Context: an optimization exercise on an open-source flow, tuned for small area and a short achievable clock period. The choices shown serve that exercise and are no tape-out recipe.
RTL that was checked went through simulation tests only; none was proved equivalent to the original.
No functional check of the RTL was part of runs 1 and 2.
No run shown here takes its clock network from TritonCTS; it comes from the design's own scripts or RTL.
The clock port is modelled as an ideal driver, which makes a skipped or thinned clock tree look cheaper than it is; a real chip needs a root buffer or a tree.
Power and IR drop assume default switching activity.

[flow/flow/run.sh]
#!/bin/bash
# Own flow: the standard layout (standard.sh), with a few ORFS variables changed after
# synthesis (see env.sh). Synthesis runs first with no change, exactly as the standard flow.
# Each tool's output goes to a log file in this folder.
set -euo pipefail
bash standard.sh synth > synth.log 2>&1
source flow/env.sh
bash standard.sh > layout.log 2>&1
[flow/flow/cts_tree.tcl]
# Clock tree built here instead of TritonCTS: the clock port drives NROOT root buffers, each
# root drives the leaf buffers of its region, each leaf buffer drives one compact cluster of
# flip-flops (recursive bisection of the flip-flop positions). Every flip-flop sits behind
# exactly two buffers of the same type, so the tree is balanced; it just has fewer levels.
set cts_buf sky130_fd_sc_hd__clkbuf_16
set nroot_levels 2   ;# 2**2 = 4 roots
set nleaf_levels 5   ;# 2**5 = 32 leaves
if {[info exists ::env(MCTS_ROOT_LEVELS)]} { set nroot_levels $::env(MCTS_ROOT_LEVELS) }
if {[info exists ::env(MCTS_LEAF_LEVELS)]} { set nleaf_levels $::env(MCTS_LEAF_LEVELS) }

set block [ord::get_db_block]
set clknet [$block findNet fclk]
set sinks {}
foreach it [$clknet getITerms] {
  set inst [$it getInst]
  set bb [$inst getBBox]
  set x [expr {([$bb xMin] + [$bb xMax]) / 2}]
  set y [expr {([$bb yMin] + [$bb yMax]) / 2}]
  lappend sinks [list $x $y "[$inst getName]/[[$it getMTerm] getName]"]
}
puts "mcts: [llength $sinks] sinks"

# Recursive bisection along the longer side, into 2**levels groups of equal size
proc bisect {pts levels} {
  if {$levels == 0 || [llength $pts] < 2} { return [list $pts] }
  set xs [lmap p $pts {lindex $p 0}]; set ys [lmap p $pts {lindex $p 1}]
  set dx [expr {[tcl::mathfunc::max {*}$xs] - [tcl::mathfunc::min {*}$xs]}]
  set dy [expr {[tcl::mathfunc::max {*}$ys] - [tcl::mathfunc::min {*}$ys]}]
  set k [expr {$dx >= $dy ? 0 : 1}]
  set s [lsort -integer -index $k $pts]
  set h [expr {[llength $s] / 2}]
  return [concat [bisect [lrange $s 0 [expr {$h - 1}]] [expr {$levels - 1}]] \
                 [bisect [lrange $s $h end] [expr {$levels - 1}]]]
}
proc centroid {pts} {
  set sx 0; set sy 0
  foreach p $pts { set sx [expr {$sx + [lindex $p 0]}]; set sy [expr {$sy + [lindex $p 1]}] }
  set n [llength $pts]
  return [list [expr {$sx / $n}] [expr {$sy / $n}]]
}

set dbu [$block getDbUnitsPerMicron]
set regions [bisect $sinks $nroot_levels]
set li 0
set ri 0
foreach region $regions {
  set leaves [bisect $region [expr {$nleaf_levels - $nroot_levels}]]
  set leaf_pins {}
  set leaf_pts {}
  foreach leaf $leaves {
    set c [centroid $leaf]
    set loc [list [expr {double([lindex $c 0]) / $dbu}] [expr {double([lindex $c 1]) / $dbu}]]
    set pins [lmap p $leaf {get_pins [lindex $p 2]}]
    insert_buffer -buffer_cell $cts_buf -net fclk -load_pins $pins -location $loc \
      -buffer_name mcts_leaf_$li -net_name mcts_leafnet_$li
    # insert_buffer adds a suffix to the name: find the buffer from the first sink
    set first [lindex $leaf 0 2]
    set drv ""
    foreach it [[[$block findITerm $first] getNet] getITerms] {
      if {[$it isOutputSignal]} { set drv [$it getInst] }
    }
    lappend leaf_pins [get_pins "[$drv getName]/A"]
    lappend leaf_pts [list [lindex $c 0] [lindex $c 1] x]
    incr li
  }
  set c [centroid $leaf_pts]
  set loc [list [expr {double([lindex $c 0]) / $dbu}] [expr {double([lindex $c 1]) / $dbu}]]
  insert_buffer -buffer_cell $cts_buf -net fclk -load_pins $leaf_pins -location $loc \
    -buffer_name mcts_root_$ri -net_name mcts_rootnet_$ri
  incr ri
}
foreach net [$block getNets] {
  if {[string match mcts_* [$net getName]] || [$net getName] eq "fclk"} { $net setSigType CLOCK }
}
puts "mcts: $ri roots, $li leaves"
set_propagated_clock [all_clocks]

# The tree is built; TritonCTS is not run
proc clock_tree_synthesis {args} { puts "mcts: clock_tree_synthesis skipped" }
[flow/flow/env.sh]
# Port buffers are plain buffers, not the delay cells buffer_ports would pick
export BUFFER_PORTS_ARGS="-buffer_cell sky130_fd_sc_hd__buf_1"
# Keep delay cells out of repair so port buffers are sized among real buffers
export DONT_USE_CELLS="sky130_fd_sc_hd__clkdlybuf4s15_1 sky130_fd_sc_hd__clkdlybuf4s15_2 sky130_fd_sc_hd__clkdlybuf4s18_1 sky130_fd_sc_hd__clkdlybuf4s18_2 sky130_fd_sc_hd__clkdlybuf4s25_1 sky130_fd_sc_hd__clkdlybuf4s25_2 sky130_fd_sc_hd__clkdlybuf4s50_1 sky130_fd_sc_hd__clkdlybuf4s50_2 sky130_fd_sc_hd__dlygate4sd1_1 sky130_fd_sc_hd__dlygate4sd2_1 sky130_fd_sc_hd__dlygate4sd3_1 sky130_fd_sc_hd__dlymetal6s2s_1 sky130_fd_sc_hd__dlymetal6s4s_1 sky130_fd_sc_hd__dlymetal6s6s_1"
# Two-level balanced clock tree (flow/cts_tree.tcl) in place of TritonCTS
export PRE_CTS_TCL="$(pwd)/flow/cts_tree.tcl"
[flow/standard.sh]
#!/bin/bash
# synth_recipe.tcl (not shown) runs the flow's synth.tcl, then flattens the netlist and writes it again
# the make line also repeats each setting of config.mk as NAME=value (left out here)
make -C /OpenROAD-flow-scripts/flow DESIGN_CONFIG=/design/flow/config.mk WORK_HOME=/design/flow/orfs CLKGATE_MAP_FILE= SYNTH_SCRIPT=/design/flow/synth_recipe.tcl "${@:-finish}"
[flow/config.mk]
export PLATFORM = sky130hd
export DESIGN_NAME = mmio_top
export DESIGN_NICKNAME = mmio_top
export VERILOG_FILES = /design/flow/design.v
export SDC_FILE = /design/flow/constraint.sdc
export NUM_CORES = 4
export LEC_CHECK = 0
export CAP_MARGIN = 20
export CORE_MARGIN = 2
export CORE_UTILIZATION = 65
export SETUP_SLACK_MARGIN = 1.5
export SLEW_MARGIN = 20
[flow/constraint.sdc]
create_clock -name core_clock -period 3.5 [get_ports {fclk}]
set_input_delay 0.7000 -clock core_clock [delete_from_list [all_inputs] [get_ports {fclk}]]
set_output_delay 0.7000 -clock core_clock [all_outputs]
set_load 0.01 [all_outputs]
[flow/design.v]
localparam int MMIO_WORDS = 16;
localparam logic [3:0] REG_CMD           = 4'd0;
localparam logic [3:0] REG_CAM0_CMD      = 4'd1;
localparam logic [3:0] REG_CAM1_CMD      = 4'd2;
localparam logic [3:0] REG_FRAME_BYTES0  = 4'd3;
localparam logic [3:0] REG_TRIBUF_ADDR0  = 4'd4;
localparam logic [3:0] REG_FRAME_BYTES1  = 4'd5;
localparam logic [3:0] REG_TRIBUF_ADDR1  = 4'd6;
localparam logic [3:0] REG_FRAME_BYTES2  = 4'd7;
localparam logic [3:0] REG_TRIBUF_ADDR2  = 4'd8;
localparam logic [3:0] REG_CAM0_RESP     = 4'd9;
localparam logic [3:0] REG_CAM0_RESP_CNT = 4'd10;
localparam logic [3:0] REG_CAM1_RESP     = 4'd11;
localparam logic [3:0] REG_CAM1_RESP_CNT = 4'd12;
localparam logic [3:0] REG_CAM_STATUS    = 4'd13;
localparam logic [3:0] REG_IRQ_EN        = 4'd14;
localparam logic [3:0] REG_IRQ_STAT      = 4'd15;
localparam logic [1:0] RESP_OKAY   = 2'b00;
localparam logic [1:0] RESP_SLVERR = 2'b10;
`timescale 1ns/1ns
module cam_port #(
    parameter int CAM_CREDITS = 2
) (
    input  logic        fclk,
    input  logic        rst_n,
    input  logic        wready,
    input  logic        push,
    input  logic [31:0] wdata,
    input  logic [17:0] cam_resp,
    input  logic        cam_resp_valid,
    output logic [31:0] cam_cmd,
    output logic        cam_cmd_valid,
    output logic [7:0]  status,
    output logic [17:0] last_resp,     
    output logic        resp_seen,
    output logic [15:0] resp_cnt
);
    logic [31:0] ring [3];
    logic [1:0]  wp;                
    logic [2:0]  rp;                
    logic [2:0]  fill;
    logic [3:0]  credits;
    logic        overflow;
    logic        full, accept, send, hload;
    logic [2:0]  fill_d;
    logic [3:0]  credits_d;
    function automatic logic [1:0] inc3(input logic [1:0] p);
        inc3 = (p == 2'd2) ? 2'd0 : p + 2'd1;
    endfunction
    assign full   = fill[2];
    assign accept = push && !full;
    assign send   = cam_cmd_valid;
    assign hload  = send ? (fill != 3'd1 || accept) : (fill == 3'd0 && accept);
    always_comb begin
        case ({accept, send})
            2'b10:   fill_d = fill + 3'd1;
            2'b01:   fill_d = fill - 3'd1;
            default: fill_d = fill;
        endcase
        case ({cam_resp_valid, send})
            2'b10:   credits_d = credits + 4'd1;
            2'b01:   credits_d = credits - 4'd1;
            default: credits_d = credits;
        endcase
    end
    logic fill_nz_d, cred_nz_d;
    assign fill_nz_d = accept || fill[2] || fill[1] || (fill[0] && !send);
    always_comb begin
        case ({cam_resp_valid, send})
            2'b10:   cred_nz_d = (credits != 4'd15);
            2'b01:   cred_nz_d = (credits != 4'd1);
            default: cred_nz_d = (credits != 4'd0);
        endcase
    end
    always_ff @(posedge fclk) begin
        if (wready && (!full || send)) ring[wp] <= wdata;
        if (hload) cam_cmd <= ({32{rp[0]}} & ring[0]) | ({32{rp[1]}} & ring[1])
                            | ({32{rp[2]}} & ring[2]);
    end
    always_ff @(posedge fclk) begin
        if (!rst_n) begin
            wp            <= '0;
            rp            <= 3'b001;
            fill          <= '0;
            credits       <= 4'(CAM_CREDITS);
            overflow      <= 1'b0;
            cam_cmd_valid <= 1'b0;
        end else begin
            if (accept) wp <= inc3(wp);
            if (hload) rp <= {rp[1:0], rp[2]};
            fill          <= fill_d;
            credits       <= credits_d;
            cam_cmd_valid <= fill_nz_d && cred_nz_d;
            if (push && full) overflow <= 1'b1;
        end
    end
    always_ff @(posedge fclk) begin
        if (cam_resp_valid) last_resp <= cam_resp;
    end
    always_ff @(posedge fclk) begin
        if (!rst_n) begin
            resp_seen <= 1'b0;
            resp_cnt  <= '0;
        end else if (cam_resp_valid) begin
            resp_seen <= 1'b1;
            resp_cnt  <= resp_cnt + 16'd1;
        end
    end
    assign status = {overflow, fill, credits};
endmodule
`timescale 1ns/1ns
module mmio_top #(
    parameter logic [31:0] MMIO_BASE   = 32'h7000_0000,
    parameter int          CAM_CREDITS = 2,
    parameter int          CMD_DEPTH   = 4
) (
    input  logic        fclk,
    input  logic        rst_n,
    input  logic [31:0] araddr,
    input  logic        arvalid,
    output logic        arready,
    output logic [31:0] rdata,
    output logic [1:0]  rresp,
    output logic        rvalid,
    input  logic        rready,
    input  logic [31:0] awaddr,
    input  logic        awvalid,
    output logic        awready,
    input  logic [31:0] wdata,
    input  logic [3:0]  wstrb,
    input  logic        wvalid,
    output logic        wready,
    output logic [1:0]  bresp,
    output logic        bvalid,
    input  logic        bready,
    output logic [31:0] frame_bytes0,
    output logic [31:0] frame_bytes1,
    output logic [31:0] frame_bytes2,
    output logic [31:0] tribuf_addr0,
    output logic [31:0] tribuf_addr1,
    output logic [31:0] tribuf_addr2,
    output logic [31:0] mmio_cmd,
    output logic        mmio_cmd_valid,
    output logic [31:0] cam0_cmd,
    output logic        cam0_cmd_valid,
    input  logic [17:0] cam0_resp,
    input  logic        cam0_resp_valid,
    output logic [31:0] cam1_cmd,
    output logic        cam1_cmd_valid,
    input  logic [17:0] cam1_resp,
    input  logic        cam1_resp_valid,
    output logic        irq
);
localparam int MMIO_WORDS = 16;
localparam logic [3:0] REG_CMD           = 4'd0;
localparam logic [3:0] REG_CAM0_CMD      = 4'd1;
localparam logic [3:0] REG_CAM1_CMD      = 4'd2;
localparam logic [3:0] REG_FRAME_BYTES0  = 4'd3;
localparam logic [3:0] REG_TRIBUF_ADDR0  = 4'd4;
localparam logic [3:0] REG_FRAME_BYTES1  = 4'd5;
localparam logic [3:0] REG_TRIBUF_ADDR1  = 4'd6;
localparam logic [3:0] REG_FRAME_BYTES2  = 4'd7;
localparam logic [3:0] REG_TRIBUF_ADDR2  = 4'd8;
localparam logic [3:0] REG_CAM0_RESP     = 4'd9;
localparam logic [3:0] REG_CAM0_RESP_CNT = 4'd10;
localparam logic [3:0] REG_CAM1_RESP     = 4'd11;
localparam logic [3:0] REG_CAM1_RESP_CNT = 4'd12;
localparam logic [3:0] REG_CAM_STATUS    = 4'd13;
localparam logic [3:0] REG_IRQ_EN        = 4'd14;
localparam logic [3:0] REG_IRQ_STAT      = 4'd15;
localparam logic [1:0] RESP_OKAY   = 2'b00;
localparam logic [1:0] RESP_SLVERR = 2'b10;
    function automatic logic addr_ok(input logic [31:0] addr);
        addr_ok = (addr[31:6] == MMIO_BASE[31:6]) && (addr[1:0] == 2'b00);
    endfunction
    logic       wr_bad_q;      
    logic [3:0] wr_idx_q;
    always_ff @(posedge fclk) begin
        if (!rst_n) begin
            awready <= 1'b1;
            wready  <= 1'b0;
            bvalid  <= 1'b0;
        end else begin
            if (awready && awvalid) begin
                awready <= 1'b0;
                wready  <= 1'b1;
            end
            if (wready && wvalid) begin
                wready <= 1'b0;
                bvalid <= 1'b1;
            end
            if (bvalid && bready) begin
                bvalid  <= 1'b0;
                awready <= 1'b1;
            end
        end
    end
    always_ff @(posedge fclk) begin
        if (awready) begin
            wr_idx_q <= awaddr[5:2];
            wr_bad_q <= !addr_ok(awaddr);
        end
    end
    assign bresp = {wr_bad_q, 1'b0};
    logic        wr_en;
    logic [15:0] we;
    assign wr_en = wready && wvalid && !wr_bad_q;
    always_comb begin
        for (int k = 0; k < 16; k++) we[k] = wr_en && (wr_idx_q == 4'(k));
    end
    logic [5:0][31:0] cfg;
    logic [1:0]  irq_en;
    logic [1:0]  irq_stat;
    logic        push0, push1;
    logic [31:0] wdata_r;
    assign wdata_r = wdata & {32{rst_n}};
    for (genvar i = 0; i < 6; i++) begin : g_cfg
        logic [31:0] word;
        always_ff @(posedge fclk) begin
            for (int b = 0; b < 4; b++) begin
                if (!rst_n || (we[3+i] && wstrb[b])) word[8*b +: 8] <= wdata_r[8*b +: 8];
            end
        end
        assign cfg[i] = word;
    end
    always_ff @(posedge fclk) begin
        if (we[REG_CMD]) mmio_cmd <= wdata;
    end
    logic [1:0] irq_en_d, irq_stat_d;
    always_comb begin
        irq_en_d = irq_en;
        if (we[REG_IRQ_EN] && wstrb[0]) irq_en_d = wdata[1:0];
        irq_stat_d = (irq_stat & ~((we[REG_IRQ_STAT] && wstrb[0]) ? wdata[1:0] : 2'b00))
                   | {cam1_resp_valid, cam0_resp_valid};
    end
    always_ff @(posedge fclk) begin
        if (!rst_n) begin
            irq_en         <= '0;
            irq_stat       <= '0;
            irq            <= 1'b0;
            mmio_cmd_valid <= 1'b0;
            push0          <= 1'b0;
            push1          <= 1'b0;
        end else begin
            mmio_cmd_valid <= we[REG_CMD];
            push0          <= we[REG_CAM0_CMD];
            push1          <= we[REG_CAM1_CMD];
            irq_en         <= irq_en_d;
            irq_stat       <= irq_stat_d;
            irq            <= |(irq_stat_d & irq_en_d);
        end
    end
    assign frame_bytes0 = cfg[0];
    assign tribuf_addr0 = cfg[1];
    assign frame_bytes1 = cfg[2];
    assign tribuf_addr1 = cfg[3];
    assign frame_bytes2 = cfg[4];
    assign tribuf_addr2 = cfg[5];
    logic [7:0]  status0, status1;
    logic [17:0] resp0, resp1;
    logic [15:0] cnt0, cnt1;
    logic        seen0, seen1;
    cam_port #(.CAM_CREDITS(CAM_CREDITS)) u_cam0 (
        .fclk, .rst_n, .wready, .push(push0), .wdata,
        .cam_resp(cam0_resp), .cam_resp_valid(cam0_resp_valid),
        .cam_cmd(cam0_cmd), .cam_cmd_valid(cam0_cmd_valid),
        .status(status0), .last_resp(resp0), .resp_seen(seen0), .resp_cnt(cnt0)
    );
    cam_port #(.CAM_CREDITS(CAM_CREDITS)) u_cam1 (
        .fclk, .rst_n, .wready, .push(push1), .wdata,
        .cam_resp(cam1_resp), .cam_resp_valid(cam1_resp_valid),
        .cam_cmd(cam1_cmd), .cam_cmd_valid(cam1_cmd_valid),
        .status(status1), .last_resp(resp1), .resp_seen(seen1), .resp_cnt(cnt1)
    );
    logic [31:0] rd_mux;
    logic        rresp_bad;
    logic        ar_good;
    logic [15:0] rsel;
    assign ar_good = addr_ok(araddr);
    always_comb begin
        for (int k = 0; k < 16; k++) rsel[k] = ar_good && (araddr[5:2] == 4'(k));
    end
    assign rd_mux = ({32{rsel[REG_FRAME_BYTES0]}}  & frame_bytes0)
                  | ({32{rsel[REG_TRIBUF_ADDR0]}}  & tribuf_addr0)
                  | ({32{rsel[REG_FRAME_BYTES1]}}  & frame_bytes1)
                  | ({32{rsel[REG_TRIBUF_ADDR1]}}  & tribuf_addr1)
                  | ({32{rsel[REG_FRAME_BYTES2]}}  & frame_bytes2)
                  | ({32{rsel[REG_TRIBUF_ADDR2]}}  & tribuf_addr2)
                  | ({32{rsel[REG_CAM0_RESP] && seen0}} & {14'd0, resp0})
                  | ({32{rsel[REG_CAM0_RESP_CNT]}} & {16'd0, cnt0})
                  | ({32{rsel[REG_CAM1_RESP] && seen1}} & {14'd0, resp1})
                  | ({32{rsel[REG_CAM1_RESP_CNT]}} & {16'd0, cnt1})
                  | ({32{rsel[REG_CAM_STATUS]}}    & {16'd0, status1, status0})
                  | ({32{rsel[REG_IRQ_EN]}}        & {30'd0, irq_en})
                  | ({32{rsel[REG_IRQ_STAT]}}      & {30'd0, irq_stat});
    always_ff @(posedge fclk) begin
        if (!rst_n) begin
            rvalid  <= 1'b0;
            arready <= 1'b1;
        end else if (!rvalid) begin
            rvalid  <= arvalid;
            arready <= !arvalid;
        end else if (rready) begin
            rvalid  <= 1'b0;
            arready <= 1'b1;
        end
    end
    always_ff @(posedge fclk) begin
        if (!rvalid) begin
            rdata     <= rd_mux;
            rresp_bad <= !ar_good;
        end
    end
    assign rresp = {rresp_bad, 1'b0};
endmodule
==> results of run 1 <==
## power by group through the flow
stage / sequential (µW) / combinational [µW] / clock (µW)
after global placement: 8870 / 911 / 0
final: 8710 / 977 / 3960
after CTS: 8700 / 957 / 3980
after floorplan: 8880 / 374 / 0
after global routing: 8730 / 1040 / 4210
after detailed placement: 8870 / 926 / 0
## cell usage after synthesis (3+ instances only)
cell type | count | area [µm²]
nand4_1 | 12 | 75.07
o21ai_0 | 40 | 200.2
a221o_1 | 7 | 70.07
nand3_1 | 35 | 175.2
a21oi_2 | 7 | 61.31
a31oi_1 | 7 | 43.79
and3_1 | 7 | 43.79
xnor2_1 | 26 | 227.7
a21boi_0 | 8 | 60.06
nor2_1 | 26 | 97.59
nor3_2 | 3 | 30.03
nand4b_1 | 5 | 43.79
nor2b_1 | 19 | 118.9
o2bb2ai_1 | 7 | 61.31
edfxtp_1 | 554 | 16640
inv_1 | 88 | 330.3
clkbuf_1 | 50 | 187.7
nor3_1 | 14 | 70.07
buf_6 | 6 | 67.56
dfxtp_1 | 75 | 1501
a21oi_1 | 17 | 85.08
nand2_1 | 68 | 255.2
a222oi_1 | 86 | 860.8
buf_2 | 13 | 65.06
nand2b_1 | 14 | 87.58
mux2_1 | 4 | 45.04
ha_1 | 22 | 275.3
mux2i_1 | 31 | 310.3
a22o_1 | 20 | 175.2
mux4_2 | 10 | 225.2
a221oi_1 | 17 | 148.9
or3_1 | 8 | 50.05
nand3b_1 | 3 | 22.52
nor3b_1 | 4 | 30.03
nor4_1 | 11 | 68.82
xor2_1 | 10 | 87.58
a22oi_1 | 18 | 135.1
buf_4 | 11 | 82.58
and4_1 | 4 | 35.03
o21a_1 | 3 | 22.52
and2_1 | 68 | 425.4
## per-layer routing
| metal | part of all wire [%] | GRT usage (%) | vias to the layer above |
|---|---|---|---|
| li1 | - | - | 6702 |
| met3 | 10 | 4.384 | 162 |
| met2 | 48 | 55.60 | 1034 |
| met5 | 0.020 | 0 | - |
| met1 | 36 | 45.72 | 7663 |
| met4 | 5.0 | 13.66 | 2 |
## worst reg2reg max path: cells and delay by family, from the launching register on
kind	cells	cell delay (ps)
and+or+nand+nor	3	740
buffers and inverters	1	220
DFF	1	520
AOI/OAI and AO/OA	1	180
## per-stage QoR
| step | setup WS [ps] | cells | instance area (µm²) | power, µW | hold slack (ps) |
|---|---|---|---|---|---|
| 4_1_cts | 1435 | 2435 | 27630 | 13640 | 456.6 |
| 6_report | 1474 | 2445 | 27860 | 13650 | 454.0 |
| 5_1_grt | 1436 | 2444 | 27860 | 13980 | 479.4 |
| 2_1_floorplan | 1224 | 1471 | 24100 | 9257 | 432.7 |
| 3_3_place_gp | 653.3 | 2384 | 26410 | 9779 | 432.7 |
| 3_5_place_dp | 634.6 | 2384 | 26410 | 9798 | 445.2 |
## registers in the layout (all words and copies together), names as in the netlist, 16 cells and up
| name | count |
|---|---|
| g_cfg.word | 192 |
| mmio_cmd | 32 |
| rdata | 32 |
| u_cam0.cam_cmd | 32 |
| u_cam0.last_resp | 18 |
| u_cam0.resp_cnt | 16 |
| u_cam0.ring | 96 |
| u_cam1.cam_cmd | 32 |
| u_cam1.last_resp | 18 |
| u_cam1.resp_cnt | 16 |
| u_cam1.ring | 96 |
## final timing paths
check | startpoint | slack [ps] | end
setup / recovery | araddr[5] | 1470 | rdata[16]
hold reg to reg | arready | 450 | arready
setup reg to reg | wr_bad_q | 1540 | g_cfg[0].word[26]
hold / removal | arready | 450 | arready
## layout make-up, clock buffers not listed
cell class	instances	area [µm²]
sequential	629	18140
fill	2270	8574
tap	468	585.6
timing repair buffer	549	2474
multi-input combinational	673	5419
antenna	1	2.502
inverter	89	336.6
## cell families after synthesis
logic type      Yosys count  share of synthesized area (%)
flops                   629                          75.80
simple gates            316                          7.493
compound gates          248                          8.502
buf+inv                 171                          3.205
fa+ha+maj                22                          1.150
mux                      47                          2.520
other cells               1                        0.01567
xor+xnor                 36                          1.318
## what timing repair did
action	4_1_cts	5_1_grt
gates resized for setup	46	36
hold buffers	0	0
setup buffers	13	8
gates cloned	2	1
setup endpoints to repair	250	306
endpoints found under the hold margin	0	0
pin swaps	5	7
## placed cells by master (no fill, tap or decap), types with 24 or more instances in the layout
cell and count:
nor2_1 24, buf_1 469, xnor2_1 26, and2_1 68, buf_4 57, mux2i_1 29
clkbuf_16 36, dfxtp_1 71, inv_1 88, nand3_1 35, edfxtp_1 554, nand2_1 62
a222oi_1 86
==> metrics.cfg, run 1 <==
[run_status]
status=complete, no violations

[timing]
worst_pin_slew_ps=1169
slew_headroom_pct=21.97
fin_setup_tns_ps=0
fmaxAchievable_mhz=493.6
finalMaxSlewViolations=0
min_period_ps=2026
rsz0062_at_grt=true
hold_viol_final=0
finalSetupViolCount=0
timing.final.crit_share_pct=57.88
fin_skew_ps=18.98

[die]
pin_count=478
die_w_um=195.9
std_cell_rows=70
start_util_pct=65.68
coreArea_um2=36430
die_y_um=195.9
fp.dieArea_um2=38370

[power_and_ir_drop]
power.leakage_uw=0.009257
switchingPower_uw=2989
switching_share_pct=21.90
p_comb_share_pct=7.2
internal_power_uw=10660
p_seq_share_pct=63.8
ir_drop_mv=0.5116
power_density_nw_per_um2=490.0
p_clk_share_pct=29.0

[synthesis]
synth_edf_count=554
synthDistinctLibCells=65
synthFlopType=edfxtp_1
yosysSeqAreaShare_pct=75.80
synth-seq-cells=629
async_flop_share_pct=0
synth_cells=1470
synth_area_per_cell_um2=16.28
yosysWarnings=2
synthesis.area_um2=23930

[drt]
wl_per_cell_um=27.15
firstDrtPassIters=9
wl_um=66370
ant_nets=0
vias_per_cell=6.365
dr_total_vias=15560
drc=0
first_iter_violations=2070

[grt]
grt_pass1_vias=14870
grt.total_usage_pct=33.50
antenna_found_initial=1
grt_pass1_wl_um=94700
grt_max_degree=58
grt_overflow=0

[worst_setup_path]
startpoint_type=input port
crit_type=in -> reg
worstPathCellList=clkbuf_2, buf_6, nand2b_4, nor2_2, buf_4, a222oi_1, nand3_1, a22o_1
crit_family=compound AO/OA/AOI/OAI gates
path_depth=8
endpoint_kind=flip-flop
crit_slowest_cell=a222oi_1
arrival_ps=2140
critPathMaxStageDelay_ps=340
critPathMaxFanout=15
critPathRequiredTime_ps=3610
r2r_cells=5
worst-path-buf-inv=3

[placement]
gp_congestion=0.9141
numPortBuffers=475
dp_hpwl_um=46620

[run]
maxCapViolations=0

[layout]
final_core_util_pct=76.47
final_nets=2145
drive_gt1_share_pct=10.37
syn2layout_area_growth_pct=16.43

[clock_tree]
cts.clk_slew.worst_paths_ps=80
insertion_delay_ps=370

[hold_path]
hp-class=reg -> reg
holdPathStages=2

==> run 2: changes to the inputs <==
--- a/flow/design.v
+++ b/flow/design.v
@@ -175,5 +175,4 @@
     endfunction
     logic       wr_bad_q;      
-    logic [3:0] wr_idx_q;
     always_ff @(posedge fclk) begin
         if (!rst_n) begin
@@ -197,16 +196,20 @@
     end
     always_ff @(posedge fclk) begin
-        if (awready) begin
-            wr_idx_q <= awaddr[5:2];
-            wr_bad_q <= !addr_ok(awaddr);
-        end
+        if (awready) wr_bad_q <= !addr_ok(awaddr);
     end
     assign bresp = {wr_bad_q, 1'b0};
-    logic        wr_en;
+    logic [15:0] wsel;
     logic [15:0] we;
-    assign wr_en = wready && wvalid && !wr_bad_q;
-    always_comb begin
-        for (int k = 0; k < 16; k++) we[k] = wr_en && (wr_idx_q == 4'(k));
+    always_ff @(posedge fclk) begin
+        if (!rst_n) begin
+            wsel <= '0;
+        end else if (awready) begin
+            for (int k = 0; k < 16; k++)
+                wsel[k] <= awvalid && addr_ok(awaddr) && (awaddr[5:2] == 4'(k));
+        end else if (wvalid) begin
+            wsel <= '0;
+        end
     end
+    assign we = wsel & {16{wvalid}};
     logic [5:0][31:0] cfg;
     logic [1:0]  irq_en;
--- a/flow/flow/cts_tree.tcl
+++ b/flow/flow/cts_tree.tcl
@@ -2,6 +2,9 @@
 # root drives the leaf buffers of its region, each leaf buffer drives one compact cluster of
 # flip-flops (recursive bisection of the flip-flop positions). Every flip-flop sits behind
-# exactly two buffers of the same type, so the tree is balanced; it just has fewer levels.
-set cts_buf sky130_fd_sc_hd__clkbuf_16
+# exactly two buffers (a root and a leaf), so the tree is balanced; it just has fewer levels.
+set root_buf sky130_fd_sc_hd__clkbuf_16
+set leaf_buf sky130_fd_sc_hd__clkbuf_16
+if {[info exists ::env(MCTS_ROOT_BUF)]} { set root_buf $::env(MCTS_ROOT_BUF) }
+if {[info exists ::env(MCTS_LEAF_BUF)]} { set leaf_buf $::env(MCTS_LEAF_BUF) }
 set nroot_levels 2   ;# 2**2 = 4 roots
 set nleaf_levels 5   ;# 2**5 = 32 leaves
@@ -52,5 +55,5 @@
     set loc [list [expr {double([lindex $c 0]) / $dbu}] [expr {double([lindex $c 1]) / $dbu}]]
     set pins [lmap p $leaf {get_pins [lindex $p 2]}]
-    insert_buffer -buffer_cell $cts_buf -net fclk -load_pins $pins -location $loc \
+    insert_buffer -buffer_cell $leaf_buf -net fclk -load_pins $pins -location $loc \
       -buffer_name mcts_leaf_$li -net_name mcts_leafnet_$li
     # insert_buffer adds a suffix to the name: find the buffer from the first sink
@@ -66,5 +69,5 @@
   set c [centroid $leaf_pts]
   set loc [list [expr {double([lindex $c 0]) / $dbu}] [expr {double([lindex $c 1]) / $dbu}]]
-  insert_buffer -buffer_cell $cts_buf -net fclk -load_pins $leaf_pins -location $loc \
+  insert_buffer -buffer_cell $root_buf -net fclk -load_pins $leaf_pins -location $loc \
     -buffer_name mcts_root_$ri -net_name mcts_rootnet_$ri
   incr ri
==> run 2 against run 1 <==
- routed wire length is 4.6% higher
- die area hardly changed
- worst hold slack better by 23 ps
- clock skew is 4.0 ps higher
- setup slack worse by 310 ps
- clock power hardly changed
- sequential power is 1% higher
- via count is 3.8% higher
- first-iteration DRC count is 17% higher
- sequential share of layout area is 0.53 points higher
- synthesized cell count is 3.1% higher
- critical path type unchanged
- largest cell class unchanged
==> metrics.cfg, run 2 <==
[timing]
worst_pin_slew_ps=1134  ; -34.79 ps
rsz0062_at_grt=true
fin_skew_ps=23.01  ; +4.026 ps
min_period_ps=2334  ; +308.1 ps
slew_headroom_pct=24.29  ; +2.3 points
timing.final.crit_share_pct=66.69  ; +8.8 points
finalMaxSlewViolations=0  ; unchanged
fin_setup_tns_ps=0  ; unchanged
fmaxAchievable_mhz=428.4  ; -13%
hold_viol_final=0  ; unchanged
finalSetupViolCount=0  ; unchanged

[die]
pin_count=478  ; unchanged
die_w_um=195.9  ; about the same
die_y_um=195.9  ; about the same
coreArea_um2=36430  ; unchanged
std_cell_rows=70  ; unchanged
fp.dieArea_um2=38370  ; about the same
start_util_pct=65.69  ; about the same

[layout]
final.fill_count=2275  ; +0.22%
reg_top3=g_cfg.word: 192 flops, u_cam0.ring: 96 flops, u_cam1.ring: 96 flops
design_area_um2=27780  ; -0.28%
final_nets=2166  ; +0.98%
drive_gt1_share_pct=8.963  ; -1.4 points
syn2layout_area_growth_pct=16.07
top_register=g_cfg.word
largest_register_ffs=192  ; unchanged
layout_common_cells=edfxtp_1 (550), buf_1 (466), a222oi_1 (89)
final_common_cell=edfxtp_1

[synthesis]
synthesis.area_um2=23930  ; about the same
synth_top_cells_by_count=edfxtp_1 (550), a222oi_1 (89), inv_1 (88), dfxtp_1 (86), nand2_1 (84)
synth-seq-cells=636  ; +1.1%
yosysTopAreaCellShare_pct=69.01  ; -0.52 points
synth_cells=1515  ; +3.1%
synthTopCellsByArea=edfxtp_1 (69%), dfxtp_1 (7.2%), a222oi_1 (3.7%)
synth_edf_count=550  ; -0.72%
yosysWarnings=2  ; unchanged
synthDistinctLibCells=62  ; -4.6%
synthFlopType=edfxtp_1
synth_area_leader_cell=edfxtp_1
yosysSeqAreaShare_pct=76.20  ; +0.40 points
async_flop_share_pct=0  ; unchanged
synth_most_common_cell=edfxtp_1
synth_area_per_cell_um2=15.80  ; -3.0%

[drt]
drc=0  ; unchanged
dr_total_vias=16160  ; +3.8%
firstDrtPassIters=12  ; +3
wl_um=69440  ; +4.6%
vias_per_cell=6.545  ; +2.8%
first_iter_violations=2414  ; +17%
ant_nets=0  ; unchanged
wl_per_cell_um=28.12  ; +3.6%

[worst_setup_path]
critPathMaxStageDelay_ps=470  ; +130 ps
critPathRequiredTime_ps=3730  ; +120 ps
endpoint_kind=flip-flop
crit_type=in -> reg
arrival_ps=2570  ; +430 ps
worstPathCellList=buf_6, nor4_4, nand4_1, or3_4, buf_12, nor2b_4, buf_12, buf_16, a221o_1
critPathMaxFanout=7  ; -8
cp_common_cell=buf_12
crit_slowest_cell=or3_4
startpoint_type=input port

[grt]
grt_pass1_wl_um=99000  ; +4.5%
antenna_found_initial=6  ; +5
grt_pass1_vias=15170  ; +2.1%
grt_max_degree=51  ; -12%
grt_overflow=0  ; unchanged
grt.total_usage_pct=35.16  ; +1.7 points

[power_and_ir_drop]
power.leakage_uw=0.009218  ; -0.42%
power_density_nw_per_um2=494.6  ; +0.96%
ir_drop_mv=0.4400  ; -14%
total_power_uw=13740  ; +0.67%

[placement]
dpl_cell_area_um2=26450  ; +0.14%
dp_hpwl_um=48840  ; +4.8%
numPortBuffers=475  ; unchanged
gp_congestion=0.9637  ; +5.4%

[run]
maxCapViolations=0  ; unchanged

[clock_tree]
insertion_delay_ps=380  ; about the same
cts_hold_buffers=0  ; unchanged
cts.clk_slew.worst_paths_ps=80  ; about the same

[run_status]
status=complete, no violations

[hold_path]
hp-class=reg -> reg

[run 2: changes by cell type after synthesis, sizes merged, moves of 15 or more]
cell / change
a21oi: +16
a221o: +20
nand2: +15
and2: -33
nor2: +41
[run 2: worst paths after layout]
| check | start | to | slack [ps] | cells past startpoint |
|---|---|---|---|---|
| max | araddr[6] | rdata[23] | 1170 | 9 |
| min | wsel[2] | push1 | 480 | 1 |
| max reg2reg | u_cam1.fill[1] | u_cam1.rp[1] | 1550 | 8 |
| min reg2reg | wsel[2] | push1 | 480 | 1 |
[run 2: cell type report, clock buffers not listed]
type | instances | area [µm²] | area share, %
tap | 468 | 585.6 | 2.108
inverter | 89 | 334.1 | 1.202
timing repair buffer | 534 | 2442 | 8.791
sequential | 636 | 18240 | 65.65
antenna | 4 | 10.01 | 0.03603
multi-input combinational | 702 | 5271 | 18.97
[run 2: what timing repair did]
action                     in CTS  in global routing
setup endpoints to repair      58                 42
pin swaps                      12                 11
cloned                          3                  0
gates resized for setup        42                  8
setup buffers                  11                  2
[run 2: critical path: cells and delay by family]
kind | cells | cell delay, ps
and+or+nand+nor | 4 | 1210
buffers and inverters | 4 | 510
AOI/OAI and AO/OA | 1 | 140
[run 2: logic make-up (layout without fill, tap and decap cells)]
kind of cell / Yosys count / in the layout / synth area share (%)
compound gates: 268 / 268 / 9.148
simple gates: 336 / 337 / 7.345
flops: 636 / 636 / 76.20
buf+inv: 179 / 659 / 3.184
fa+ha+maj: 22 / 22 / 1.150
other cells: 1 / 6 / 0.01567
mux: 39 / 39 / 1.715
xor+xnor: 34 / 34 / 1.244
[run 2: power breakdown]
| group | total [µW] | switching [µW] | internal (µW) |
|---|---|---|---|
| sequential | 8810 | 244 | 8560 |
| combinational | 941 | 659 | 282 |
| clock | 3990 | 2150 | 1840 |
| total | 13700 | 3060 | 10700 |
[run 2: per-layer routing]
layer  up-vias  track usage (%)  part of all wire (%)
met3       164            5.656                    11
met4         2            10.52                   3.7
met1      7907            49.44                    37
li1       6847                -                     -
met2      1239            57.76                    48
met5         -                0                 0.019
[run 2: stage by stage]
step                      instances  utilization (%)  setup slack, ps  hold slack [ps]
after floorplan                1516                -             1351            426.5
after detailed placement       2413            72.60            514.4            458.3
after global routing           2468            76.24             1103            484.8
after global placement         2413            72.60            584.2            444.9
final                          2469            76.25             1166            476.7
after CTS                      2463            75.99             1241            477.6
==> run 3: changes to the inputs <==
--- a/flow/design.v
+++ b/flow/design.v
@@ -282,5 +282,5 @@
     assign ar_good = addr_ok(araddr);
     always_comb begin
-        for (int k = 0; k < 16; k++) rsel[k] = ar_good && (araddr[5:2] == 4'(k));
+        for (int k = 0; k < 16; k++) rsel[k] = (araddr[5:2] == 4'(k));
     end
     assign rd_mux = ({32{rsel[REG_FRAME_BYTES0]}}  & frame_bytes0)
@@ -311,5 +311,5 @@
     always_ff @(posedge fclk) begin
         if (!rvalid) begin
-            rdata     <= rd_mux;
+            rdata     <= rd_mux & {32{ar_good}};
             rresp_bad <= !ar_good;
         end
--- a/flow/config.mk
+++ b/flow/config.mk
@@ -9,4 +9,4 @@
 export CORE_MARGIN = 2
 export CORE_UTILIZATION = 65
-export SETUP_SLACK_MARGIN = 1.5
+export SETUP_SLACK_MARGIN = 1.7
 export SLEW_MARGIN = 20
==> run 3 against run 2 <==
- cell area is 2.0% higher
- global-route usage is 2.8 points higher
- critical path depth is 1 lower
- largest cell class unchanged
- utilization is 1.7 points higher
- first-iteration DRC count is 17% higher
- flip-flop and latch count stayed put
- still clean
- setup slack better by 490 ps
- final cell count is 0.77% higher
==> metrics.cfg, run 3 <==
[grt]
grt_overflow=0  ; unchanged
grt_pass1_vias=15690  ; +3.4%
grt.total_usage_pct=37.95  ; +2.8 points
grt_max_degree=70  ; +37%
grt_pass1_wl_um=104500  ; +5.5%
antenna_found_initial=8  ; +2

[synthesis]
synthesis.area_um2=23840  ; -0.39%
synth_area_leader_cell=edfxtp_1
synthTopCellsByArea=edfxtp_1 (69%), dfxtp_1 (7.2%), a222oi_1 (4.0%)
synth-seq-cells=636  ; unchanged
async_flop_share_pct=0  ; unchanged
yosysTopAreaCellShare_pct=69.27  ; +0.27 points
synth_most_common_cell=edfxtp_1
yosysWarnings=2  ; unchanged
synthFlopType=edfxtp_1
synthDistinctLibCells=62  ; unchanged
synth_edf_count=550  ; unchanged
synth_cells=1502  ; -0.86%
synth_area_per_cell_um2=15.87  ; +0.48%
synth_top_cells_by_count=edfxtp_1 (550), a222oi_1 (96), inv_1 (89), dfxtp_1 (86), nand2_1 (83)
yosysSeqAreaShare_pct=76.49  ; +0.30 points

[die]
start_util_pct=65.59  ; -0.096 points
die_y_um=195.5  ; -0.19%
fp.dieArea_um2=38230  ; -0.38%
std_cell_rows=70  ; unchanged
coreArea_um2=36350  ; -0.24%
die_w_um=195.5  ; -0.19%
pin_count=478  ; unchanged

[run]
maxCapViolations=0  ; unchanged

[layout]
final_cells=2488  ; +0.77%
reg_top3=g_cfg.word: 192 flops, u_cam0.ring: 96 flops, u_cam1.ring: 96 flops
final_core_util_pct=77.96  ; +1.7 points
final_nets=2182  ; +0.74%
layout_common_cells=edfxtp_1 (550), buf_1 (466), a222oi_1 (96)
largest_register_ffs=192  ; unchanged
top_register=g_cfg.word
drive_gt1_share_pct=12.12  ; +3.2 points
final_common_cell=edfxtp_1
syn2layout_area_growth_pct=18.85
final.fill_count=2161  ; -5.0%

[timing]
fin_skew_ps=43.35  ; +20.34 ps
min_period_ps=1849  ; -485.4 ps
finalSetupViolCount=0  ; unchanged
holdWs_ps=463.1  ; -13.60 ps
worst_pin_slew_ps=945.0  ; -189.2 ps
slew_headroom_pct=37.00  ; +13 points
fin_setup_tns_ps=0  ; unchanged
hold_viol_final=0  ; unchanged
timing.final.crit_share_pct=52.82  ; -14 points
fmaxAchievable_mhz=540.9  ; +26%
finalMaxSlewViolations=0  ; unchanged
rsz0062_at_grt=true

[power_and_ir_drop]
power_density_nw_per_um2=486.7  ; -1.6%
p_seq_share_pct=64.0  ; about the same
power.leakage_uw=0.009226  ; about the same
internal_power_uw=10720  ; +0.29%
p_comb_share_pct=7.1  ; +0.2 points
ir_drop_mv=0.3660  ; -17%
switching_share_pct=22.29  ; +0.043 points
p_clk_share_pct=28.9  ; -0.2 points
switchingPower_uw=3073  ; +0.54%

[worst_setup_path]
r2r_cells=4  ; -4
crit_slowest_cell=a222oi_1
arrival_ps=1970  ; -600 ps
cp_common_cell=buf_6
crit_family=buffers and inverters
rr_endpoint=u_cam1.cam_cmd[24]
startpoint_type=input port
critPathMaxFanout=14  ; +7
endpoint_kind=flip-flop
path_depth=8  ; -1
worstPathCellList=buf_8, buf_6, buf_6, and4bb_4, buf_12, a222oi_1, and3_1, a31oi_1
r2r_slack_ps=1700  ; +150 ps
worst-path-buf-inv=4  ; unchanged
critPathMaxStageDelay_ps=300  ; -170 ps
critPathRequiredTime_ps=3620  ; -110 ps
crit_type=in -> reg
cp-startpoint=araddr[2]
crit_path_end=rdata[7]
r2r_start=u_cam1.fill[1]

[placement]
dp.cells=2385  ; -1.2%
dp_hpwl_um=48820  ; about the same
gp_congestion=0.9506  ; -1.4%
numPortBuffers=475  ; unchanged

[drt]
dr_wl_met3_um=8424  ; +7.0%
wl_per_cell_um=30.12  ; +7.1%
ant_nets=0  ; unchanged
wl_um=74950  ; +7.9%
wl_met2_um=35920  ; +7.8%
firstDrtPassIters=9  ; -3
first_iter_violations=2822  ; +17%
vias_per_cell=6.682  ; +2.1%
wl_met1_um=25650  ; about the same
drc=0  ; unchanged
dr_total_vias=16620  ; +2.9%
top_layer=met5

[hold_path]
hp-class=reg -> reg

[run_status]
status=complete, no violations

[clock_tree]
cts.clk_slew.worst_paths_ps=80  ; about the same
insertion_delay_ps=390  ; about the same
cts_hold_buffers=0  ; unchanged

==> run 3: changes by cell type in the layout (fill, tap and decap cells not counted), sizes merged, moves of 8 or more <==
cell    delta
a21oi     -14
a221o     -26
a221oi    -16
a22o      -13
a22oi     +64
a31oi     +19
and3      +15
and4bb     +8
buf       +16
mux2      -14
mux2i      -8
nand3     +10
nor2      -18
or2       -11
==> run 3: logic make-up (layout without fill, tap and decap cells) <==
| group | count (synthesis) | count (layout) | synth area share (%) |
|---|---|---|---|
| AO/OA/AOI/OAI | 284 | 284 | 9.326 |
| XOR/XNOR | 30 | 30 | 1.102 |
| adder cells (fa/ha/maj) | 22 | 22 | 1.155 |
| buffers and inverters | 176 | 678 | 3.353 |
| flip-flops | 636 | 636 | 76.49 |
| multiplexers | 17 | 17 | 0.7242 |
| other | 1 | 9 | 0.01573 |
| AND/OR/NAND/NOR | 336 | 344 | 7.830 |
==> run 3: through the flow <==
stage,total power (µW),instance area (µm²),setup slack [ps]
after floorplan,9305,24270,1575
after global placement,9835,26290,755.1
after detailed placement,9848,26290,648.0
after CTS,13720,27830,1627
after global routing,14100,28330,1607
final,13790,28330,1651
==> run 3: area by class of cell, clock buffers not listed <==
class	count	area, µm²	area share (%)
inverter	89	341.6	1.206
tap	468	585.6	2.067
multi-input combinational	699	5370	18.95
antenna	7	17.52	0.06182
timing repair buffer	553	2853	10.07
sequential	636	18270	64.47
==> run 3: timing repair <==
item                       CTS  global route
setup buffers               23            20
setup endpoints to repair  308           176
gates cloned                15             2
pin swaps                   24            34
gates resized for setup     60            59
==> run 3: how the worst min path moves through the flow <==
stage,startpoint,end,slack (ps),cells after the start
after floorplan,wsel[1],wsel[1],420,2
after global placement,wsel[1],wsel[1],430,2
after detailed placement,wsel[1],wsel[1],440,2
after CTS,wsel[2],wsel[2],460,2
after global routing,cam0_resp[0],u_cam0.last_resp[0],480,1
final,wsel[1],wsel[1],460,2
==> run 3: worst min-delay path: cells and delay by family, from the launching register on <==
kind            cells  cell delay (ps)
compound gates      1               50
simple gates        1               50
flops               1              320
==> run 3: power by group through the flow <==
stage	logic [µW]	registers, µW	clock network (µW)
after detailed placement	875	8970	0
after global placement	858	8980	0
after floorplan	342	8960	0
final	980	8820	3990
after global routing	1030	8830	4240
after CTS	933	8800	3980
==> run 3: metal layers <==
layer | track usage, % | up-vias
li1 | - | 6927
met5 | 0 | -
met3 | 5.630 | 241
met1 | 50.38 | 8185
met2 | 62.30 | 1267
met4 | 18.83 | 4
==> run 4: changes to the inputs <==
--- a/flow/config.mk
+++ b/flow/config.mk
@@ -9,4 +9,4 @@
 export CORE_MARGIN = 2
 export CORE_UTILIZATION = 65
-export SETUP_SLACK_MARGIN = 1.7
+export SETUP_SLACK_MARGIN = 1.9
 export SLEW_MARGIN = 20
==> run 4 against run 3 <==
- largest power group unchanged
- utilization rose by 8.6 points
- setup slack got worse by 300 ps
- via count increased by 12%
- highest routed layer unchanged
- sequential power is essentially flat
- register-to-register slack better by 150 ps
- global-route usage up 2.3 points
- critical endpoint is now rdata[25]
- cell area rose by 11%
- clock skew down 8.1 ps
- power is 4.0% higher
- worst hold slack gained 12 ps
==> metrics.cfg, run 4 <==
[run_status]
status=complete, no violations

[synthesis]
synth-seq-cells=636  ; unchanged
yosysSeqAreaShare_pct=76.49  ; unchanged
yosysWarnings=2  ; unchanged
synthesis.area_um2=23840  ; unchanged
synth_most_common_cell=edfxtp_1
synth_cells=1502  ; unchanged
synth_edf_count=550  ; unchanged
synth_area_leader_cell=edfxtp_1
synthTopCellsByArea=edfxtp_1 (69%), dfxtp_1 (7.2%), a222oi_1 (4.0%)
synthFlopType=edfxtp_1
async_flop_share_pct=0  ; unchanged
synth_top_cells_by_count=edfxtp_1 (550), a222oi_1 (96), inv_1 (89), dfxtp_1 (86), nand2_1 (83)
synth_area_per_cell_um2=15.87  ; unchanged
yosysTopAreaCellShare_pct=69.27  ; unchanged
synthDistinctLibCells=62  ; unchanged

[layout]
largest_register_ffs=192  ; unchanged
final_nets=2432  ; +11%
syn2layout_area_growth_pct=31.93
reg_top3=g_cfg.word: 192 flops, u_cam0.ring: 96 flops, u_cam1.ring: 96 flops
layout_common_cells=edfxtp_1 (550), buf_4 (272), buf_1 (230)
final_common_cell=edfxtp_1
final_core_util_pct=86.54  ; +8.6 points
top_register=g_cfg.word
drive_gt1_share_pct=34.82  ; +23 points

[power_and_ir_drop]
total_power_uw=14350  ; +4.0%
ir_drop_mv=0.3825  ; +4.5%
switching_share_pct=22.95  ; +0.66 points
power.leakage_uw=0.01135  ; +23%
internal_power_uw=11050  ; +3.1%
p_seq_share_pct=61.3  ; -2.7 points
switchingPower_uw=3292  ; +7.1%
power_density_nw_per_um2=456.1  ; -6.3%
p_clk_share_pct=28.2  ; -0.7 points
p_comb_share_pct=10.5  ; +3.4 points

[worst_setup_path]
critPathRequiredTime_ps=3580  ; -40 ps
crit_type=in -> reg
arrival_ps=2230  ; +260 ps
startpoint_type=input port
endpoint_kind=flip-flop
r2r_slack_ps=1850  ; +150 ps
critPathMaxFanout=8  ; -6

[placement]
dp_hpwl_um=49310  ; +1.0%
gp_congestion=0.9624  ; +1.2%
pre_cts_ws_ps=719.7  ; +71.72 ps
numPortBuffers=475  ; unchanged

[grt]
grt_overflow=0  ; unchanged
grt_pass1_vias=17190  ; +9.6%
grt_max_degree=70  ; unchanged
grt.total_usage_pct=40.28  ; +2.3 points
antenna_found_initial=14  ; +6
grt_pass1_wl_um=111100  ; +6.3%

[clock_tree]
cts_hold_buffers=0  ; unchanged
insertion_delay_ps=390  ; about the same
cts.clk_slew.worst_paths_ps=80  ; about the same

[die]
fp.dieArea_um2=38230  ; unchanged
die_y_um=195.5  ; unchanged
coreArea_um2=36350  ; unchanged
pin_count=478  ; unchanged
start_util_pct=65.59  ; unchanged
std_cell_rows=70  ; unchanged
die_w_um=195.5  ; unchanged

[drt]
wl_per_cell_um=30.76  ; +2.1%
ant_nets=0  ; unchanged
firstDrtPassIters=9  ; unchanged
wl_um=84400  ; +13%
drc=0  ; unchanged
vias_per_cell=6.756  ; +1.1%
first_iter_violations=3380  ; +20%
dr_total_vias=18540  ; +12%

[run]
maxCapViolations=0  ; unchanged

[timing]
rsz0062_at_grt=true
fmaxAchievable_mhz=464.5  ; -14%
timing.final.crit_share_pct=61.51  ; +8.7 points
fin_skew_ps=35.29  ; -8.057 ps
fin_setup_tns_ps=0  ; unchanged
min_period_ps=2153  ; +304.2 ps
worst_pin_slew_ps=678.5  ; -266.5 ps
setup_ws_ps=1347  ; -304.2 ps
finalSetupViolCount=0  ; unchanged
finalMaxSlewViolations=0  ; unchanged
slew_headroom_pct=54.52  ; +18 points
hold_viol_final=0  ; unchanged

[hold_path]
hp-class=reg -> reg

## run 4: cell counts after synthesis
No cell type changed its count.
## run 4: worst max-delay path: stages
cell and delay [ps]:
buf_12 110, buf_8 130, buf_16 140, and4bb_2 370
a22oi_1 560, a31oi_4 220
## run 4: kinds of logic after synthesis
group                      synth area share (%)
other                                   0.01573
and+or+nand+nor                           7.830
buffers and inverters                     3.353
muxes                                    0.7242
AOI/OAI and AO/OA                         9.326
adders and majority gates                 1.155
xor gates and xnor gates                  1.102
DFF                                       76.49
## run 4: final timing paths
| check | from | end | depth (start not counted) |
|---|---|---|---|
| worst max-delay path | araddr[4] | rdata[25] | 6 |
| worst min-delay path | wsel[2] | wsel[2] | 2 |
| worst max register to register | g_cfg[0].word[16] | rdata[16] | 5 |
| worst min register to register | wsel[2] | wsel[2] | 2 |
## run 4: timing repair
item / 4_1_cts / 5_1_grt
buffers inserted: 189 / 97
resized for setup: 225 / 263
pin swaps: 47 / 33
gates cloned: 21 / 0
endpoints found under the setup margin: 640 / 534
## run 4: power groups by stage
| stage | combinational (µW) | clock, µW | sequential (µW) |
|---|---|---|---|
| 6_report | 1500 | 4040 | 8800 |
| 5_1_grt | 1540 | 4240 | 8810 |
| 4_1_cts | 1250 | 3990 | 8770 |
| 3_5_place_dp | 904 | 0 | 8980 |
| 3_3_place_gp | 885 | 0 | 8980 |
| 2_1_floorplan | 363 | 0 | 8960 |
## run 4: area by class of cell, clock buffers not listed
cell class	instances	area (µm²)
flip-flops and latches	636	18290
well taps	468	585.6
repair buffers	801	5464
multi-input cells	701	5839
fillers	1654	4893
inverters	89	342.8
diodes	13	32.53
## run 4: layer usage
metal,GRT usage (%),part of all wire (%)
met1,50.30,32
met2,66.14,46
met3,6.632,12
met4,26.10,9.5
met5,0,0.027
## run 4: stage by stage
step,cell area (µm²),hold WS (ps),cells
2_1_floorplan,24600,416.7,1503
3_3_place_gp,26570,436.5,2388
3_5_place_dp,26570,443.6,2388
4_1_cts,30080,456.9,2634
5_1_grt,31440,483.0,2740
6_report,31450,475.2,2744
==> run 5: changes to the inputs <==
--- a/flow/config.mk
+++ b/flow/config.mk
@@ -9,4 +9,4 @@
 export CORE_MARGIN = 2
 export CORE_UTILIZATION = 65
-export SETUP_SLACK_MARGIN = 1.9
+export SETUP_SLACK_MARGIN = 1.5
 export SLEW_MARGIN = 20
==> run 5 against run 4 <==
- largest cell class unchanged
- critical endpoint is now rdata[9]
- first-iteration DRC count is 26% lower
- die area stayed put
- routed wire length is 15% lower
- highest routed layer unchanged
- maximum frequency is 6.0% higher
==> metrics.cfg, run 5 <==
[placement]
dpl_cell_area_um2=26140  ; -1.6%
dp_hpwl_um=48120  ; -2.4%
gp_congestion=0.9717  ; +0.97%
numPortBuffers=475  ; unchanged

[layout]
final_common_cell=edfxtp_1
largest_register_ffs=192  ; unchanged
final_nets=2152  ; -12%
syn2layout_area_growth_pct=15.01
layout_common_cells=edfxtp_1 (550), buf_1 (469), a222oi_1 (96)
design_area_um2=27420  ; -13%
reg_top3=g_cfg.word: 192 flops, u_cam0.ring: 96 flops, u_cam1.ring: 96 flops
final.fill_count=2322  ; +40%
drive_gt1_share_pct=7.262  ; -28 points
top_register=g_cfg.word

[die]
std_cell_rows=70  ; unchanged
die_y_um=195.5  ; unchanged
fp.dieArea_um2=38230  ; unchanged
pin_count=478  ; unchanged
die_w_um=195.5  ; unchanged
coreArea_um2=36350  ; unchanged
start_util_pct=65.59  ; unchanged

[synthesis]
synthesis.area_um2=23840  ; unchanged
synth_cells=1502  ; unchanged
synthDistinctLibCells=62  ; unchanged
yosysTopAreaCellShare_pct=69.27  ; unchanged
synth_area_per_cell_um2=15.87  ; unchanged
synth_top_cells_by_count=edfxtp_1 (550), a222oi_1 (96), inv_1 (89), dfxtp_1 (86), nand2_1 (83)
synth_edf_count=550  ; unchanged
synth-seq-cells=636  ; unchanged
async_flop_share_pct=0  ; unchanged
yosysWarnings=2  ; unchanged
synthFlopType=edfxtp_1
synth_most_common_cell=edfxtp_1
synth_area_leader_cell=edfxtp_1
synthTopCellsByArea=edfxtp_1 (69%), dfxtp_1 (7.2%), a222oi_1 (4.0%)
yosysSeqAreaShare_pct=76.49  ; unchanged

[hold_path]
holdPathStages=2  ; unchanged
hp-class=reg -> reg

[timing]
fmaxAchievable_mhz=492.3  ; +6.0%
timing.final.crit_share_pct=58.04  ; -3.5 points
slew_headroom_pct=43.47  ; -11 points
holdWs_ps=464.5  ; -10.75 ps
worst_pin_slew_ps=847.9  ; +169.5 ps
hold_viol_final=0  ; unchanged
min_period_ps=2031  ; -121.5 ps
rsz0062_at_grt=true
fin_setup_tns_ps=0  ; unchanged
finalSetupViolCount=0  ; unchanged
finalMaxSlewViolations=0  ; unchanged
fin_skew_ps=24.22  ; -11.07 ps

[worst_setup_path]
crit_slowest_cell=and4bb_2
worst-path-buf-inv=2  ; -1
critPathRequiredTime_ps=3720  ; +140 ps
path_depth=6  ; unchanged
r2r_cells=4  ; -1
startpoint_type=input port
critPathMaxFanout=16  ; +8
arrival_ps=2250  ; +20 ps
critPathMaxStageDelay_ps=700  ; +140 ps
crit_family=simple AND/OR/NAND/NOR gates
worstPathCellList=clkbuf_2, buf_4, and4bb_2, a22oi_1, and3_1, a31oi_1
crit_type=in -> reg
endpoint_kind=flip-flop

[drt]
wl_um=71550  ; -15%
drc=0  ; unchanged
firstDrtPassIters=9  ; unchanged
wl_per_cell_um=29.13  ; -5.3%
dr_total_vias=16230  ; -12%
vias_per_cell=6.606  ; -2.2%
ant_nets=0  ; unchanged
first_iter_violations=2507  ; -26%

[run]
maxCapViolations=0  ; unchanged

[power_and_ir_drop]
power_density_nw_per_um2=500.2  ; +9.7%
ir_drop_mv=0.3473  ; -9.2%
power.leakage_uw=0.008892  ; -22%

[grt]
grt_max_degree=35  ; -50%
grt.total_usage_pct=36.34  ; -3.9 points
antenna_found_initial=9  ; -5
grt_pass1_vias=15310  ; -11%
grt_overflow=0  ; unchanged
grt_pass1_wl_um=100400  ; -9.6%

[run_status]
status=complete, no violations

[clock_tree]
cts.clk_slew.worst_paths_ps=80  ; about the same
insertion_delay_ps=370  ; -20 ps
cts_hold_buffers=0  ; unchanged

==> run 5: path summary, 6_finish.rpt <==
path,start,end,slack (ps)
max,araddr[5],rdata[9],1470
min,arready,arready,460
max reg2reg,wready,u_cam0.ring[1][19],1550
min reg2reg,arready,arready,460
==> run 5: area by class of cell, clock buffers not listed <==
class | count | area, µm² | share of cell area, %
diodes | 5 | 12.51 | 0.04563
inverters | 89 | 334.1 | 1.218
multi-input cells | 698 | 5070 | 18.49
flip-flops and latches | 636 | 18240 | 66.53
well taps | 468 | 585.6 | 2.136
repair buffers | 524 | 2275 | 8.296
==> run 5: timing repair <==
| action | 4_1_cts | 5_1_grt |
|---|---|---|
| endpoints found under the setup margin | 220 | 108 |
| pin swaps | 6 | 10 |
| setup buffers | 5 | 7 |
| gates resized for setup | 15 | 30 |
| cloned | 4 | 6 |
| hold endpoints to repair | 0 | 0 |
==> run 5: where the power goes <==
part | internal (µW) | switching, µW | leakage (µW)
registers | 8560 | 236 | 0.00588
logic | 278 | 650 | 0.00257
clock network | 1840 | 2150 | 0.000444
==> run 5: cells by family (layout without fill, tap and decap cells) <==
family          Yosys count  after routing  share of synthesized area [%]
other cells               1              7                        0.01573
flops                   636            636                          76.49
buf+inv                 176            649                          3.353
xor+xnor                 30             30                          1.102
compound gates          284            284                          9.326
mux                      17             17                         0.7242
fa+ha+maj                22             22                          1.155
simple gates            336            343                          7.830
==> run 5: per-layer routing <==
metal  vias to the layer above  share of wire [%]  track usage, %
met4                         2                6.6           19.42
met3                       227                 10           5.786
met1                      7935                 35           47.99
met2                      1210                 48           58.97
li1                       6851                  -               -
met5                         -              0.018               0
==> run 5: worst register-to-register path, stage by stage, from the launching register on <==
cell	delay, ps
dfxtp_1	460
buf_4	280
o21ai_2	150
nor3b_4	190
buf_4	460
==> run 5: through the flow <==
step	power, µW	instances	setup WS (ps)	utilization [%]
2_1_floorplan	9280	1503	1352	-
3_3_place_gp	9817	2393	767.0	71.92
3_5_place_dp	9834	2393	680.9	71.92
4_1_cts	13680	2438	1484	74.76
5_1_grt	14030	2456	1451	75.44
6_report	13720	2456	1469	75.44
==> run 6: changes to the inputs <==
--- a/flow/design.v
+++ b/flow/design.v
@@ -24,5 +24,4 @@
     input  logic        fclk,
     input  logic        rst_n,
-    input  logic        wready,
     input  logic        push,
     input  logic [31:0] wdata,
@@ -74,5 +73,5 @@
     end
     always_ff @(posedge fclk) begin
-        if (wready && (!full || send)) ring[wp] <= wdata;
+        if (!push && (!full || send)) ring[wp] <= wdata;
         if (hload) cam_cmd <= ({32{rp[0]}} & ring[0]) | ({32{rp[1]}} & ring[1])
                             | ({32{rp[2]}} & ring[2]);
@@ -265,5 +264,5 @@
     logic        seen0, seen1;
     cam_port #(.CAM_CREDITS(CAM_CREDITS)) u_cam0 (
-        .fclk, .rst_n, .wready, .push(push0), .wdata,
+        .fclk, .rst_n, .push(push0), .wdata,
         .cam_resp(cam0_resp), .cam_resp_valid(cam0_resp_valid),
         .cam_cmd(cam0_cmd), .cam_cmd_valid(cam0_cmd_valid),
@@ -271,5 +270,5 @@
     );
     cam_port #(.CAM_CREDITS(CAM_CREDITS)) u_cam1 (
-        .fclk, .rst_n, .wready, .push(push1), .wdata,
+        .fclk, .rst_n, .push(push1), .wdata,
         .cam_resp(cam1_resp), .cam_resp_valid(cam1_resp_valid),
         .cam_cmd(cam1_cmd), .cam_cmd_valid(cam1_cmd_valid),
--- a/flow/config.mk
+++ b/flow/config.mk
@@ -9,4 +9,4 @@
 export CORE_MARGIN = 2
 export CORE_UTILIZATION = 65
-export SETUP_SLACK_MARGIN = 1.5
+export SETUP_SLACK_MARGIN = 1.8
 export SLEW_MARGIN = 20
==> run 6 against run 5 <==
- largest power group unchanged
- still clean
- sequential share of layout area down 4.3 points
- synthesized cell count down 0.40%
- area after synthesis down 0.56%
- combinational power up about 20%
==> metrics.cfg, run 6 <==
[synthesis]
synth-seq-cells=636  ; unchanged
synth_most_common_cell=edfxtp_1
yosysSeqAreaShare_pct=76.92  ; +0.43 points
synth_cells=1496  ; -0.40%
async_flop_share_pct=0  ; unchanged
yosysWarnings=2  ; unchanged
synth_top_cells_by_count=edfxtp_1 (550), a222oi_1 (95), inv_1 (92), dfxtp_1 (86), nand2_1 (77)
synthTopCellsByArea=edfxtp_1 (70%), dfxtp_1 (7.3%), a222oi_1 (4.0%)
synthDistinctLibCells=60  ; -3.2%
synth_area_per_cell_um2=15.85  ; -0.16%
synth_edf_count=550  ; unchanged
synth_area_leader_cell=edfxtp_1
yosysTopAreaCellShare_pct=69.66  ; +0.39 points
synthesis.area_um2=23710  ; -0.56%
synthFlopType=edfxtp_1

[drt]
ant_nets=0  ; unchanged
vias_per_cell=6.781  ; +2.6%
firstDrtPassIters=9  ; unchanged
drc=0  ; unchanged
wl_um=76810  ; +7.3%
first_iter_violations=3234  ; +29%
wl_per_cell_um=29.89  ; +2.6%
dr_total_vias=17430  ; +7.4%

[timing]
hold_viol_final=0  ; unchanged
rsz0062_at_grt=true
fin_skew_ps=31.27  ; +7.040 ps
min_period_ps=1892  ; -138.9 ps
finalMaxSlewViolations=0  ; unchanged
worst_pin_slew_ps=867.4  ; +19.45 ps
slew_headroom_pct=42.18  ; -1.3 points
fmaxAchievable_mhz=528.4  ; +7.3%
fin_setup_tns_ps=0  ; unchanged
holdWs_ps=451.7  ; -12.80 ps
finalSetupViolCount=0  ; unchanged
timing.final.crit_share_pct=54.07  ; -4.0 points

[clock_tree]
cts.clk_slew.worst_paths_ps=90  ; about the same
insertion_delay_ps=390  ; +20 ps

[layout]
top_register=g_cfg.word
final_common_cell=edfxtp_1
layout_common_cells=edfxtp_1 (550), buf_1 (429), buf_4 (108)
final_core_util_pct=82.37  ; +6.9 points
final_cells=2570  ; +4.6%
largest_register_ffs=192  ; unchanged
final_nets=2264  ; +5.2%
drive_gt1_share_pct=18.62  ; +11 points
design_area_um2=29440  ; +7.4%
syn2layout_area_growth_pct=24.17
reg_top3=g_cfg.word: 192 flops, u_cam0.ring: 96 flops, u_cam1.ring: 96 flops

[placement]
gp_congestion=0.9426  ; -3.0%
numPortBuffers=475  ; unchanged
dpl_cell_area_um2=26220  ; +0.32%
dp_hpwl_um=49850  ; +3.6%
dp.cells=2375  ; -0.75%

[worst_setup_path]
critPathMaxFanout=8  ; -8
crit_family=simple AND/OR/NAND/NOR gates
arrival_ps=2030  ; -220 ps
crit_type=in -> reg
worstPathCellList=buf_12, buf_16, buf_4, and4bb_4, a222oi_1, and3_1, a31oi_1
critPathMaxStageDelay_ps=370  ; -330 ps
worst-path-buf-inv=3  ; +1
startpoint_type=input port
endpoint_kind=flip-flop
crit_slowest_cell=a222oi_1
critPathRequiredTime_ps=3630  ; -90 ps

[grt]
grt_overflow=0  ; unchanged
grt_max_degree=68  ; +94%
grt_pass1_wl_um=107000  ; +6.6%
antenna_found_initial=13  ; +4
grt.total_usage_pct=38.88  ; +2.5 points
grt_pass1_vias=16050  ; +4.8%

[run_status]
status=complete, no violations

[die]
fp.dieArea_um2=38020  ; -0.55%
start_util_pct=66.33  ; +0.74 points
die_y_um=195.0  ; -0.27%
pin_count=478  ; unchanged
die_w_um=195.0  ; -0.27%
coreArea_um2=35740  ; -1.7%
std_cell_rows=69  ; -1.4%

[power_and_ir_drop]
power.leakage_uw=0.009995  ; +12%
ir_drop_mv=0.3877  ; +12%
power_density_nw_per_um2=473.3  ; -5.4%

[hold_path]
hp-class=reg -> reg

[run]
maxCapViolations=0  ; unchanged

## run 6: final timing paths
check | slack [ps] | cells after the start | endpoint | start
setup / recovery | 1610 | 7 | rdata[0] | araddr[3]
hold / removal | 450 | 2 | arready | arready
setup reg to reg | 1790 | 4 | u_cam1.resp_cnt[15] | u_cam1.resp_cnt[0]
hold reg to reg | 450 | 2 | arready | arready
## run 6: timing repair
item | CTS | global route
endpoints found under the setup margin | 347 | 299
hold buffers | 0 | 0
resized for setup | 153 | 99
buffers inserted | 74 | 49
gates cloned | 17 | 5
pin swaps | 67 | 46
## run 6: where the power goes
group          total [µW]  internal (µW)  leakage [µW]  switching [µW]
clock                4020           1840      0.000444            2180
sequential           8800           8540       0.00598             260
combinational        1110            422       0.00357             685
## run 6: area by class of cell, clock buffers not listed
cell class                 instances  area (µm²)
sequential                       636       18320
fill                            1889        6302
multi-input combinational        686        5405
timing repair buffer             645        3846
tap                              461       576.8
inverter                          92       360.3
antenna                           14       35.03
## run 6: metal layers
metal / vias up / share of wire [%] / track usage, %
met5: - / 0.012 / 0
li1: 7086 / - / -
met4: 2 / 7.2 / 21.43
met1: 8422 / 33 / 49.78
met2: 1586 / 47 / 63.36
met3: 330 / 13 / 7.668
## run 6: logic make-up after synthesis
logic type                 Yosys count  share of synthesized area, %
AOI/OAI and AO/OA                  282                         9.378
xor gates and xnor gates            33                         1.219
adders and majority gates           22                         1.161
buffers and inverters              181                         3.135
DFF                                636                         76.92
muxes                               15                        0.6438
other                                1                       0.01582
and+or+nand+nor                    326                         7.526
## run 6: tightest hold or removal path: stages, from the launching register on
cell and delay, ps:
dfxtp_1 320, nand2_1 50, nand2_1 40
## run 6: through the flow
stage / worst slack [ps] / total power, µW
4_1_cts: 1712 / 13760
6_report: 1608 / 13930
2_1_floorplan: 1485 / 9267
3_3_place_gp: 726.1 / 9794
5_1_grt: 1615 / 14220
3_5_place_dp: 669.3 / 9811

-- what the ideal ports hide --
No port has a modelled driver above. Below, the same layouts with a new extraction and two added sets of constraints. Step 1 sets driving cells, clkbuf_16 on the clock port and buf_2 on the other inputs (assumed; they add their load-dependent delay and slew). Step 2 times the ports against the registers' clock, not the clock port: input delays grow and output delays shrink by t, the midpoint of the rising clock arrivals with the driver on. a / b / c = ideal / step 1 / step 2; a / b = the first two.
run	t, ns	setup WS [ns]	worst hold slack (ns)
run 1	0.476	1.474 / 1.498 / 1.089	0.454 / 0.407 / 0.454
run 2	0.487	1.166 / 1.252 / 0.765	0.477 / 0.384 / 0.477
run 3	0.500	1.651 / 1.585 / 1.217	0.463 / 0.367 / 0.463
run 4	0.502	1.347 / 1.424 / 0.922	0.475 / 0.377 / 0.475
run 5	0.487	1.469 / 1.396 / 1.082	0.464 / 0.383 / 0.464
run 6	0.504	1.608 / 1.561 / 1.141	0.452 / 0.369 / 0.452
After both steps setup and hold are still met in every run listed. The setup slack of run 6, which loses most, moves by -0.047 ns with the drivers and by -0.467 ns with both steps.
